Source: an optimization exercise on an open RTL-to-GDS flow (aim: a short achievable clock period and few clock cycles). Production flows keep margins and buffers that such runs may drop. Only simulation tests tie the RTL to the original design; equivalence was not proved. No activity file was given, so power comes from the tool's default toggle rates.

Setup of alpha:
// processor
module processor (
    input  logic         clock,
    input  logic         reset,
    output logic [31:0]  address_imem,
    input  logic [31:0]  q_imem,
    output logic [64:0]  dmem_req,
    input  logic [31:0]  q_dmem,
    output logic [4:0]   read_reg_a,
    output logic [4:0]   read_reg_b,
    input  logic [31:0]  data_read_a,
    input  logic [31:0]  data_read_b,
    output logic [37:0]  reg_write
);
    localparam int BB = 4;
    localparam int BN = 1 << BB;
    localparam int TB = 6;
    localparam int LB = 12;
    logic [31:0] pc;             
    logic [31:0] pc_n;           
    logic [31:0] pc_i;
    logic [31:0] pc_next;
    logic [31:0] pc_inc;
    logic [31:0] link;
    logic [BN-1:0]  btb_v;
    logic [TB-1:0]  btb_tag [BN];
    logic [LB-1:0]  btb_lo  [BN];
    logic [1:0]     btb_ctr [BN];
    logic [3:0]     btb_cnt  [BN];
    logic [3:0]     btb_trip [BN];
    logic [BN-1:0]  btb_lv;
    logic [BN-1:0]  btb_pt;      
    logic [BN-1:0]  f_tag_hit;
    logic [3:0]     f_cnt, f_trip;
    logic           f_lv, f_exit;
    logic           f_hit, f_btb_taken;
    logic [1:0]     f_ctr;
    logic [LB-1:0]  f_lo;
    logic [31:0]    f_btb_tgt;
    logic [4:0]  q_op, q_rd, q_fn, q_rb;
    logic        q_alu, q_j, q_bne, q_blt, q_jal, q_jr, q_jr31, q_addi, q_sw, q_lw;
    logic        q_needs_a, q_needs_b;
    logic [31:0] q_jtarget;
    logic        d_valid;
    logic [31:0] d_insn;
    logic [31:0] d_pc, d_pc1;
    logic [31:17] d_hi_p, d_hi_m;    
    logic [4:0]  d_rb, d_rd;
    logic [4:0]  d_ra_out, d_rb_out, d_rs_n, d_rb_n;
    logic        d_writes, d_is_lw, d_is_sw, d_is_bne, d_is_blt, d_is_jr, d_is_jr31, d_is_jump;
    logic        d_uses_imm, d_is_jal, d_static_taken;
    logic        d_btb_hit, d_btb_taken;
    logic [1:0]  d_ctr;
    logic [3:0]  d_cnt, d_trip;
    logic        d_lv;
    logic [31:0] d_fol;          
    logic [31:0] d_fol_tgt;      
    logic        d_fol_seq;      
    logic [31:0] d_jtarget;
    logic        d_sel_add, d_sel_sub, d_sel_and, d_sel_or, d_sel_sll, d_sel_sra;
    logic        stall_r;
    logic        e_valid;
    logic [31:0] e_a, e_b, e_bop;
  ...
==> flow/config.mk <==
export PLATFORM = sky130hd
export DESIGN_NAME = processor
export DESIGN_NICKNAME = processor
export VERILOG_FILES = /design/flow/design.v
export SDC_FILE = /design/flow/constraint.sdc
export NUM_CORES = 4
export LEC_CHECK = 0
export ABC_CLOCK_PERIOD_IN_PS = 2500
export CAP_MARGIN = 20
export CORE_MARGIN = 2
export CORE_UTILIZATION = 40
export SETUP_SLACK_MARGIN = 5
export SLEW_MARGIN = 20
==> flow/constraint.sdc <==
create_clock -name core_clock -period 8.5 [get_ports {clock}]
set_input_delay 1.7000 -clock core_clock [delete_from_list [all_inputs] [get_ports {clock}]]
set_output_delay 1.7000 -clock core_clock [all_outputs]
set_load 0.01 [all_outputs]
standard.sh (not shown) runs the stock make flow with config.mk's settings and CLKGATE_MAP_FILE= SYNTH_SCRIPT=/design/flow/synth_recipe.tcl, a recipe that flattens the netlist after the stock synthesis.
==> flow/flow/run.sh <==
#!/bin/bash
# Layout flow: the standard ORFS flow (standard.sh: its synthesis
# script, floorplan, power grid, placement, CTS and routing) with these
# changes to how the layout is optimised:
#  - cell sizing may swap cells of a different footprint, so repair can
#    replace slow port buffers and resize freely (MATCH_CELL_FOOTPRINT=0)
#  - ports are buffered with buf_4 instead of the default delay buffer
#  - some slow wide OR / AND-OR cells are added to the don't-use list, so
#    mapping builds carry chains from faster NAND/NOR/AOI gates
#  - setup repair aims for extra slack, to push the achieved period down
# The SDC, clock period, I/O delays, floorplan rules, power grid and tap
# cells are the standard ones. Each step's full output goes to a log here.
set -euo pipefail
EXTRA_DONT_USE="$(tr '\n' ' ' < flow/dont_use_extra.txt)"
make -s -C "$FLOW_HOME" DESIGN_CONFIG="$PWD/config.mk" WORK_HOME="$PWD/orfs" \
    print-DONT_USE_CELLS > dont_use_base.log 2>&1
BASE_DONT_USE="$(sed -n 's/^DONT_USE_CELLS: //p' dont_use_base.log)"
if [[ -z "$BASE_DONT_USE" ]]; then
    echo "could not read the platform's DONT_USE_CELLS" >&2
    exit 1
fi
bash standard.sh \
    MATCH_CELL_FOOTPRINT=0 \
    "BUFFER_PORTS_ARGS=-buffer_cell sky130_fd_sc_hd__buf_4" \
    "DONT_USE_CELLS=$BASE_DONT_USE $EXTRA_DONT_USE" \
    SETUP_SLACK_MARGIN=5.6 \
    finish > standard_flow.log 2>&1
Other scripts of this flow, unchanged in this note and not shown: flow/flow/dont_use_extra.txt
Testbench counts of alpha, summed over its fixed seeds: cycles 181,048.
Setup changes, alpha to epsilon
--- a/flow/design.v
+++ b/flow/design.v
@@ -213,24 +213,22 @@
     logic [31:0] d_pc, d_pc1;
     logic [31:17] d_hi_p, d_hi_m;    
     logic [4:0]  d_rb, d_rd;
     logic [4:0]  d_ra_out, d_rb_out, d_rs_n, d_rb_n;
     logic        d_writes, d_is_lw, d_is_sw, d_is_bne, d_is_blt, d_is_jr, d_is_jr31, d_is_jump;
     logic        d_uses_imm, d_is_jal, d_static_taken;
     logic        d_btb_hit, d_btb_taken;
     logic [1:0]  d_ctr;
     logic [3:0]  d_cnt, d_trip;
     logic        d_lv;
     logic [31:0] d_fol;          
-    logic [31:0] d_fol_tgt;      
-    logic        d_fol_seq;      
     logic [31:0] d_jtarget;
     logic        d_sel_add, d_sel_sub, d_sel_and, d_sel_or, d_sel_sll, d_sel_sra;
     logic        stall_r;
     logic        e_valid;
     logic [31:0] e_a, e_b, e_bop;
     logic        e_fwd_bl, e_fwd_bm;
     logic [4:0]  e_rd;
     logic        e_writes, e_is_lw, e_is_sw, e_is_bne, e_is_blt, e_is_jr, e_is_jr31;
     logic        e_btb_hit;
     logic [1:0]  e_ctr;
     logic [3:0]  e_cnt, e_trip;
@@ -321,24 +319,24 @@
         else if (jr_miss)             pc_next = op_b;
         else if (taken)               pc_next = pc_if_t;
         else                          pc_next = pc_if_n;
     end
     always_ff @(posedge clock) begin
         pc       <= pc_next;
         pc_n     <= ~pc_next;
     end
     always_ff @(posedge clock) begin
         if (reset) begin
             link <= 32'd0;
-        end else if (d_valid && d_is_jal) begin
-            link <= d_pc1;
+        end else if (!stall && q_jal) begin
+            link <= pc_inc;
         end
     end
     always_ff @(posedge clock) begin
         if (reset) begin
             btb_v <= '0;
             btb_lv <= '0;
             btb_pt <= '0;
         end else if (u_en) begin
             btb_v[u_pc[BB-1:0]] <= 1'b1;
             btb_lv[u_pc[BB-1:0]] <= u_lv;
             btb_pt[u_pc[BB-1:0]] <= u_ctr[1] && !(u_lv && (u_cnt == u_trip));
@@ -356,22 +354,23 @@
     always_ff @(posedge clock) begin
         if (reset || e_redirect || d_redirect) begin
             d_valid <= 1'b0;
         end else if (!stall) begin
             d_valid <= 1'b1;
         end
     end
     always_ff @(posedge clock) begin
         if (!stall) begin
             d_insn         <= {q_imem[31:22], 5'd0, q_imem[16:0]};
             d_pc           <= pc_i;
+            d_pc1          <= pc_inc;
             d_hi_p         <= pc_i[31:17] + 15'd1;
             d_hi_m         <= pc_i[31:17] - 15'd1;
             d_rb_n         <= ~q_rb;
             d_rs_n         <= ~q_imem[21:17];
             d_ra_out       <= q_imem[21:17];
             d_rb_out       <= q_rb;
             d_rd           <= q_jal ? 5'd31 : q_rd;
             d_writes       <= q_jal || ((q_alu || q_addi || q_lw) && (q_rd != 5'd0));
             d_is_lw        <= q_lw;
             d_is_sw        <= q_sw;
             d_is_bne       <= q_bne;
@@ -386,44 +385,42 @@
             d_btb_taken    <= f_btb_taken;
             d_ctr          <= f_ctr;
             d_cnt          <= f_cnt;
             d_trip         <= f_trip;
             d_lv           <= f_lv;
             d_sel_add      <= (q_alu && q_fn == 5'd0) || q_addi || q_lw || q_sw;
             d_sel_sub      <= q_alu && q_fn == 5'd1;
             d_sel_and      <= q_alu && q_fn == 5'd2;
             d_sel_or       <= q_alu && q_fn == 5'd3;
             d_sel_sll      <= q_alu && q_fn == 5'd4;
             d_sel_sra      <= q_alu && q_fn == 5'd5;
-            d_fol_seq      <= !(f_btb_taken || q_j || q_jal || q_jr31);
-            if (f_btb_taken)           d_fol_tgt <= f_btb_tgt;
-            else if (q_j || q_jal)     d_fol_tgt <= q_jtarget;
-            else                       d_fol_tgt <= link;
+            if (f_btb_taken)           d_fol <= f_btb_tgt;
+            else if (q_j || q_jal)     d_fol <= q_jtarget;
+            else if (q_jr31)           d_fol <= link;
+            else                       d_fol <= pc_inc;
         end
     end
     always_ff @(posedge clock) begin
         if (reset || stall) begin
             stall_r <= 1'b0;
         end else begin
             stall_r <= d_valid && d_is_lw && d_writes &&
                        ((q_needs_a && (q_imem[21:17] == d_rd)) || (q_needs_b && (q_rb == d_rd)));
         end
     end
     assign stall = stall_r && d_valid;
     logic [4:0]  d_rs;
     logic [31:0] d_imm;
     logic [31:0] m_value;
     logic [31:0] a_val, b_val;
     logic        d_taken_path;
-    assign d_pc1      = d_pc + 32'd1;
-    assign d_fol      = d_fol_seq ? d_pc1 : d_fol_tgt;
     assign d_rs       = ~d_rs_n;
     assign d_rb       = ~d_rb_n;
     assign d_jtarget  = {{5{d_insn[26]}}, d_insn[26:22], d_rs, d_insn[16:0]};
     assign d_imm      = {{15{d_insn[16]}}, d_insn[16:0]};
     assign read_reg_a = d_ra_out;
     assign read_reg_b = d_rb_out;
     logic [17:0] d_lo_sum;
     assign d_lo_sum = {1'b0, d_pc[16:0]} + {1'b0, d_insn[16:0]} + 18'd1;
     always_comb begin
         d_tgt[16:0] = d_lo_sum[16:0];
         if (d_insn[16] == d_lo_sum[17]) d_tgt[31:17] = d_pc[31:17];
Notes after the runs:
Number of buffers added by the clock tree synthesis step, epsilon vs alpha: up by a little under 10%. Looking only at routed wire length, and setting everything else aside, the higher value of alpha and epsilon goes to epsilon. Diff alpha..epsilon | non-clock buffer share of cell area | negligible. epsilon against alpha: remaining global-route overflow stayed essentially flat; count of state elements after synthesis now sits higher; minimum setup slack in the final design has increased; final total power decreased by 0.00067 W relative to the old numbers. epsilon improves on alpha in minimum clock period. Lower count of buffer and inverter cells on the critical path among alpha and epsilon: alpha. Global-route total usage across every layer across alpha and epsilon: no real change.
Testbench counts of epsilon, summed over its fixed seeds: cycles 181,048.

---

processor, a different RTL version from the one above (not shown whole).
For scale: ~5300 cells after synthesis, ~1200 flip-flops, roughly 280 I/O pins, roughly 56000 um^2 of cells after synthesis.
==> flow/config.mk <==
export PLATFORM = sky130hd
export DESIGN_NAME = processor
export DESIGN_NICKNAME = processor
export VERILOG_FILES = /design/flow/design.v
export SDC_FILE = /design/flow/constraint.sdc
export NUM_CORES = 4
export LEC_CHECK = 0
export ABC_CLOCK_PERIOD_IN_PS = 2500
export CAP_MARGIN = 20
export CORE_MARGIN = 2
export CORE_UTILIZATION = 40
export SETUP_SLACK_MARGIN = 5
export SLEW_MARGIN = 20
==> flow/constraint.sdc <==
create_clock -name core_clock -period 8.5 [get_ports {clock}]
set_input_delay 1.7000 -clock core_clock [delete_from_list [all_inputs] [get_ports {clock}]]
set_output_delay 1.7000 -clock core_clock [all_outputs]
set_load 0.01 [all_outputs]
==> flow/flow/dont_use_extra.txt <==
sky130_fd_sc_hd__or4_1
sky130_fd_sc_hd__or4_2
sky130_fd_sc_hd__or4_4
sky130_fd_sc_hd__or4b_1
sky130_fd_sc_hd__or4b_2
sky130_fd_sc_hd__or4b_4
sky130_fd_sc_hd__or4bb_1
sky130_fd_sc_hd__or4bb_2
sky130_fd_sc_hd__or4bb_4
sky130_fd_sc_hd__or3_1
sky130_fd_sc_hd__or3_2
sky130_fd_sc_hd__or3_4
sky130_fd_sc_hd__or3b_1
sky130_fd_sc_hd__or3b_2
sky130_fd_sc_hd__or3b_4
sky130_fd_sc_hd__a2111o_1
sky130_fd_sc_hd__a2111o_2
sky130_fd_sc_hd__a2111o_4
sky130_fd_sc_hd__o2111a_1
sky130_fd_sc_hd__o2111a_2
sky130_fd_sc_hd__o2111a_4
sky130_fd_sc_hd__a311o_1
sky130_fd_sc_hd__a311o_2
sky130_fd_sc_hd__a311o_4
sky130_fd_sc_hd__o311a_1
sky130_fd_sc_hd__o311a_2
sky130_fd_sc_hd__o311a_4
sky130_fd_sc_hd__o41a_1
sky130_fd_sc_hd__o41a_2
sky130_fd_sc_hd__o41a_4
sky130_fd_sc_hd__a41o_1
sky130_fd_sc_hd__a41o_2
sky130_fd_sc_hd__a41o_4
sky130_fd_sc_hd__fa_1
sky130_fd_sc_hd__fa_2
sky130_fd_sc_hd__fa_4
sky130_fd_sc_hd__ha_1
sky130_fd_sc_hd__ha_2
sky130_fd_sc_hd__ha_4
sky130_fd_sc_hd__a2111oi_0
sky130_fd_sc_hd__a2111oi_1
sky130_fd_sc_hd__a2111oi_2
sky130_fd_sc_hd__a2111oi_4
sky130_fd_sc_hd__o2111ai_1
sky130_fd_sc_hd__o2111ai_2
sky130_fd_sc_hd__o2111ai_4
sky130_fd_sc_hd__a221o_1
sky130_fd_sc_hd__a221o_2
sky130_fd_sc_hd__a221o_4
sky130_fd_sc_hd__a211o_1
sky130_fd_sc_hd__a211o_2
sky130_fd_sc_hd__a211o_4
sky130_fd_sc_hd__o221a_1
sky130_fd_sc_hd__o221a_2
sky130_fd_sc_hd__o221a_4
sky130_fd_sc_hd__o211a_1
sky130_fd_sc_hd__o211a_2
sky130_fd_sc_hd__o211a_4
sky130_fd_sc_hd__a31o_1
sky130_fd_sc_hd__a31o_2
sky130_fd_sc_hd__a31o_4
sky130_fd_sc_hd__o31a_1
sky130_fd_sc_hd__o31a_2
sky130_fd_sc_hd__o31a_4
sky130_fd_sc_hd__a32o_1
sky130_fd_sc_hd__a32o_2
sky130_fd_sc_hd__a32o_4
sky130_fd_sc_hd__o32a_1
sky130_fd_sc_hd__o32a_2
sky130_fd_sc_hd__o32a_4
sky130_fd_sc_hd__a2bb2o_1
sky130_fd_sc_hd__a2bb2o_2
sky130_fd_sc_hd__a2bb2o_4
sky130_fd_sc_hd__o2bb2a_1
sky130_fd_sc_hd__o2bb2a_2
sky130_fd_sc_hd__o2bb2a_4
sky130_fd_sc_hd__o41ai_1
sky130_fd_sc_hd__o41ai_2
sky130_fd_sc_hd__o41ai_4
sky130_fd_sc_hd__a41oi_1
sky130_fd_sc_hd__a41oi_2
sky130_fd_sc_hd__a41oi_4
sky130_fd_sc_hd__nor4_1
sky130_fd_sc_hd__nor4_2
sky130_fd_sc_hd__nor4_4
Scripts as last shown in full above: flow/flow/run.sh
Testbench counts at the start, summed over its fixed seeds: cycles 181,048.
Change:
--- a/flow/design.v
+++ b/flow/design.v
@@ -219,21 +219,21 @@
     logic        d_btb_hit, d_btb_taken;
     logic [1:0]  d_ctr;
     logic [3:0]  d_cnt, d_trip;
     logic        d_lv;
     logic [31:0] d_fol;          
     logic [31:0] d_jtarget;
     logic        d_sel_add, d_sel_sub, d_sel_and, d_sel_or, d_sel_sll, d_sel_sra;
     logic        stall_r;
     logic        e_valid;
     logic [31:0] e_a, e_b, e_bop;
-    logic        e_fwd_bl;
+    logic        e_fwd_bl, e_fwd_bm;
     logic [4:0]  e_rd;
     logic        e_writes, e_is_lw, e_is_sw, e_is_bne, e_is_blt, e_is_jr, e_is_jr31;
     logic        e_btb_hit;
     logic [1:0]  e_ctr;
     logic [3:0]  e_cnt, e_trip;
     logic        e_lv, e_back;
     logic        e_fol_tgt, e_fol_pc1, e_fol_ok;
     logic [31:0] e_fol, e_tgt, e_alt, e_pc;
     logic [4:0]  e_shamt;
     logic        e_sel_add, e_sel_sub, e_sel_and, e_sel_or, e_sel_sll, e_sel_sra, e_sel_b;
@@ -442,21 +442,22 @@
         end
     end
     logic        fwd_a, fwd_b;
     logic [31:0] alu_result;
     assign fwd_a = e_valid && e_writes && !e_is_lw && (e_rd == d_rs);
     assign fwd_b = e_valid && e_writes && !e_is_lw && (e_rd == d_rb);
     logic  fwd_bop;
     assign fwd_bop = fwd_b && !d_is_jal && !d_uses_imm;
     always_ff @(posedge clock) begin
         e_a          <= fwd_a ? alu_result : a_val;
-        e_b          <= fwd_b ? alu_result : b_val;
+        e_b          <= b_val;
+        e_fwd_bm     <= fwd_b;
         if (fwd_bop)          e_bop <= alu_result;
         else if (d_is_jal)    e_bop <= d_pc1;
         else if (d_uses_imm)  e_bop <= d_imm;
         else                  e_bop <= b_val;
         e_fwd_bl     <= e_valid && e_writes && e_is_lw && (e_rd == d_rb);
         e_rd         <= d_rd;
         e_writes     <= d_writes;
         e_is_lw      <= d_is_lw;
         e_is_sw      <= d_is_sw;
         e_is_bne     <= d_is_bne;
@@ -482,21 +483,21 @@
         e_sel_and    <= d_sel_and;
         e_sel_or     <= d_sel_or;
         e_sel_sll    <= d_sel_sll;
         e_sel_sra    <= d_sel_sra;
         e_sel_b      <= d_is_jal;
     end
     logic [31:0] op_a, op_b, op_bop;
     logic        is_br, taken, ne, gt;
     logic [32:0] gt_c;
     assign op_a   = e_a;
-    assign op_b   = e_b;
+    assign op_b   = e_bop;
     assign op_bop = e_bop;
     alu u_alu (
         .operand_a (op_a),
         .operand_b (op_bop),
         .shamt     (e_shamt),
         .sel_add   (e_sel_add),
         .sel_sub   (e_sel_sub),
         .sel_and   (e_sel_and),
         .sel_or    (e_sel_or),
         .sel_sll   (e_sel_sll),
@@ -516,21 +517,23 @@
             m_is_lw  <= 1'b0;
             m_store  <= 1'b0;
         end else begin
             m_writes <= e_valid && e_writes;
             m_is_lw  <= e_valid && e_is_lw;
             m_store  <= e_valid && e_is_sw;
         end
     end
     always_ff @(posedge clock) begin
         m_addr   <= alu_result;
-        m_sd     <= e_fwd_bl ? q_dmem : op_b;
+        if (e_fwd_bl)       m_sd <= q_dmem;
+        else if (e_fwd_bm)  m_sd <= m_res;
+        else                m_sd <= e_b;
         m_rd     <= e_rd;
     end
     always_ff @(posedge clock) begin
         if (reset) begin
             u_en <= 1'b0;
         end else begin
             u_en <= e_valid && ((is_br && (e_btb_hit || taken)) || (e_is_jr && !e_is_jr31));
         end
     end
     always_ff @(posedge clock) begin
The new run completed with no timing, DRC or antenna violations; flip-flop and latch count rises by 1; worst setup slack gets better by 0.076 ns; clock-buffer cell count falls by 4; critical path depth rises by 3; die area rises by 0.58%; maximum frequency rises by 2.3%; core utilization rises by 0.21 points; clock skew falls by 0.017 ns.
Testbench counts after the change, summed over its fixed seeds: cycles 181,048.

[separate check: timing with driven ports]
The flow's constraints put no driver on any port. The routed layouts listed below were extracted and timed again, unchanged, in two steps.
Step 1 sets driving cells, clkbuf_16 on the clock port and buf_2 on the other inputs (assumed; they add their load-dependent delay and slew).
Step 2 times the ports against the registers' clock, not the clock port: input delays grow and output delays shrink by t, the midpoint of the rising clock arrivals with the driver on.
Slacks: ideal / step 1 / step 2; pairs: ideal / step 1.
| run | t (ns) | slack for setup (ns) | slew at the worst register clock pin (ns) | pins driven straight from the clock port |
|---|---|---|---|---|
| alpha | 0.836 | 4.936 / 4.936 / 4.391 | 0.07 / 0.07 | 1 |
| epsilon | 0.851 | 5.188 / 5.213 / 4.362 | 0.07 / 0.07 | 1 |
| the first run of note 2 | 0.833 | 5.094 / 5.094 / 4.411 | 0.07 / 0.07 | 1 |
| the second run of note 2 | 0.836 | 5.170 / 5.170 / 4.388 | 0.08 / 0.08 | 1 |
After both steps every run listed still meets setup and hold. For epsilon, which loses most, drivers alone change the setup slack by +0.025 ns; drivers and shift together by -0.826 ns.
